Background: an optimization exercise with open tools, aiming at small area, a short achievable clock period and few clock cycles. Do not read the settings as production practice.
Function was checked by simulation only, so behaviour that the tests miss may differ from the original.

run A:
==> flow/design.v <==
module doublecrack #(
    parameter int         KEY_W = 24,
    parameter logic [7:0] PT_LO = 8'h20,
    parameter logic [7:0] PT_HI = 8'h7E
) (
    input  logic             clk,
    input  logic             rst_n,
    input  logic             en,
    input  logic [KEY_W-1:0] key_start,
    output logic             rdy,
    output logic [KEY_W-1:0] key,
    output logic             key_valid,
    output logic [7:0]       ct_addr,
    input  logic [7:0]       ct_rddata
);
    typedef enum logic [2:0] {
        S_RST, S_IDLE, S_INIT, S_KSA, S_DUM, S_P1, S_P2, S_PD
    } state_t;
    state_t           r_state;
    logic             r_rdy, r_kv;
    logic [KEY_W-1:0] r_k, r_kn, r_key;
    logic [7:0]       r_q [256];
    logic [7:0]       r_d;         
    logic [7:0]       r_i;         
    logic [23:0]      r_kr;        
    logic [7:0]       r_len, r_c, r_z, r_ct;
    logic [7:0]       w_h, w_sj, w_sn, w_term, w_dn, w_pt, w_n;
    logic [7:0]       w_bus1, w_bus0;
    logic             w_bad, w_acc, w_rej, w_last, w_load;
    logic [KEY_W-1:0] w_kl;
    assign rdy       = r_rdy;
    assign key       = r_key;
    assign key_valid = r_kv;
    assign ct_addr   = r_i;
    assign w_pt   = r_z ^ r_ct;
    assign w_bad  = (w_pt < PT_LO) || (w_pt > PT_HI);
    assign w_n    = r_i - 8'd2;
    assign w_acc  = (r_state == S_PD) && ((r_len == 8'd0) || (!w_bad && w_n == r_len));
    assign w_rej  = (r_state == S_PD) && (r_len != 8'd0) && w_bad;
    assign w_last = (r_k == '1);
    assign w_load = (r_state == S_INIT) || (w_rej && !w_last);
    assign w_kl   = r_kn;
    assign w_h  = r_q[0];
    assign w_sj = r_q[r_d];
    assign w_sn = (r_d == 8'd1) ? r_q[0] : r_q[1];      
    assign w_term = (r_state == S_KSA) ? r_kr[23:16] : 8'hFF;
    assign w_dn = r_d + w_sn + w_term;
    assign w_bus1 = w_h | {8{w_load}};
    assign w_bus0 = w_h & ~{8{w_load}};
    always_ff @(posedge clk) begin
        for (int p = 0; p < 255; p++) begin
            for (int b = 0; b < 8; b++) begin
                if (w_load || r_d == 8'(p + 1))
                    r_q[p][b] <= p[b] ? w_bus1[b] : w_bus0[b];
                else
                    r_q[p][b] <= r_q[p + 1][b];
            end
        end
        r_q[255] <= w_load ? 8'hFF : w_sj;
    end
    always_ff @(posedge clk) begin
        r_c  <= w_h + ~r_i;
        r_z  <= r_q[8'(r_q[255] + r_c)];
        r_ct <= ct_rddata;
        r_kn <= (r_state == S_IDLE) ? key_start : r_k + KEY_W'(1);
    end
    always_ff @(posedge clk) begin
        if (w_load) begin
            r_d  <= w_kl[23:16];
            r_kr <= {w_kl[15:8] - 8'd1, w_kl[7:0] - 8'd1, w_kl[23:16] - 8'd1};
            r_i  <= 8'd0;
        end else begin
            r_d  <= (r_state == S_KSA && r_i == 8'hFF) ? 8'd0 : w_dn;
            r_kr <= {r_kr[15:0], r_kr[23:16]};
            r_i  <= r_i + 8'd1;
        end
    end
    always_ff @(posedge clk) begin
        if (rst_n) begin
            r_state <= S_RST;
            r_rdy   <= 1'b0;
            r_kv    <= 1'b0;
            r_key   <= '0;
            r_k     <= '0;
            r_len   <= '0;
        end else begin
            if (r_state == S_P1) r_len <= ct_rddata;
            if (w_load) r_k <= w_kl;
            case (r_state)
                S_RST: begin
                    r_state <= S_IDLE;
                    r_rdy   <= 1'b1;
                end
                S_IDLE: if (en) begin
                    r_state <= S_INIT;
                    r_rdy   <= 1'b0;
                    r_kv    <= 1'b0;
                    r_key   <= '0;
                end
                S_INIT: r_state <= S_KSA;
                S_KSA:  if (r_i == 8'hFF) r_state <= S_DUM;
                S_DUM:  r_state <= S_P1;
                S_P1:   r_state <= S_P2;
                S_P2:   r_state <= S_PD;
                S_PD: begin
                    if (w_acc) begin
                        r_state <= S_IDLE;
                        r_rdy   <= 1'b1;
                        r_kv    <= 1'b1;
                        r_key   <= r_k;
                    end else if (w_rej) begin
                        if (w_last) begin
                            r_state <= S_IDLE;
                            r_rdy   <= 1'b1;
                            r_kv    <= 1'b0;
                            r_key   <= '0;
                        end else begin
                            r_state <= S_KSA;
                        end
                    end
                end
                default: r_state <= S_RST;
            endcase
        end
    end
endmodule
clock: 10.0 ns
lec_check: 0
cap_margin: 20
core_margin: 2
core_utilization: 30
slew_margin: 20
synth_memory_max_bits: 8192
run.sh (not shown) runs the stock make flow with config.mk's settings and CLKGATE_MAP_FILE= SYNTH_SCRIPT=/design/flow/synth_recipe.tcl, a recipe that flattens the netlist after the stock synthesis.
Run A: it failed during global routing, and the tool reported GRT-0116.
Testbench counts of run A, summed over its fixed seeds: cycles 418,945.
Modified inputs, run B compared to run A
Settings: swapping 30 for 15 in CORE_UTILIZATION.
## What came out
Going from run A to run B, worst slack at placement shrank by 0.68 ns, synthesized-area fraction occupied by adder cells about even, routability congestion estimate saw a decrease, number of placement rows now larger.
Against run A as the reference, run B delivers a higher HPWL after detailed placement.
The higher number of levels in the clock H-tree of run A and run B is in run B.
Re number of distinct standard cells referenced by the synthesized netlist: no difference whatsoever between run A and run B.
Run A did not finish; a tool error ended it in global routing.
Flow for run B halted at global routing, error code GRT-0116.
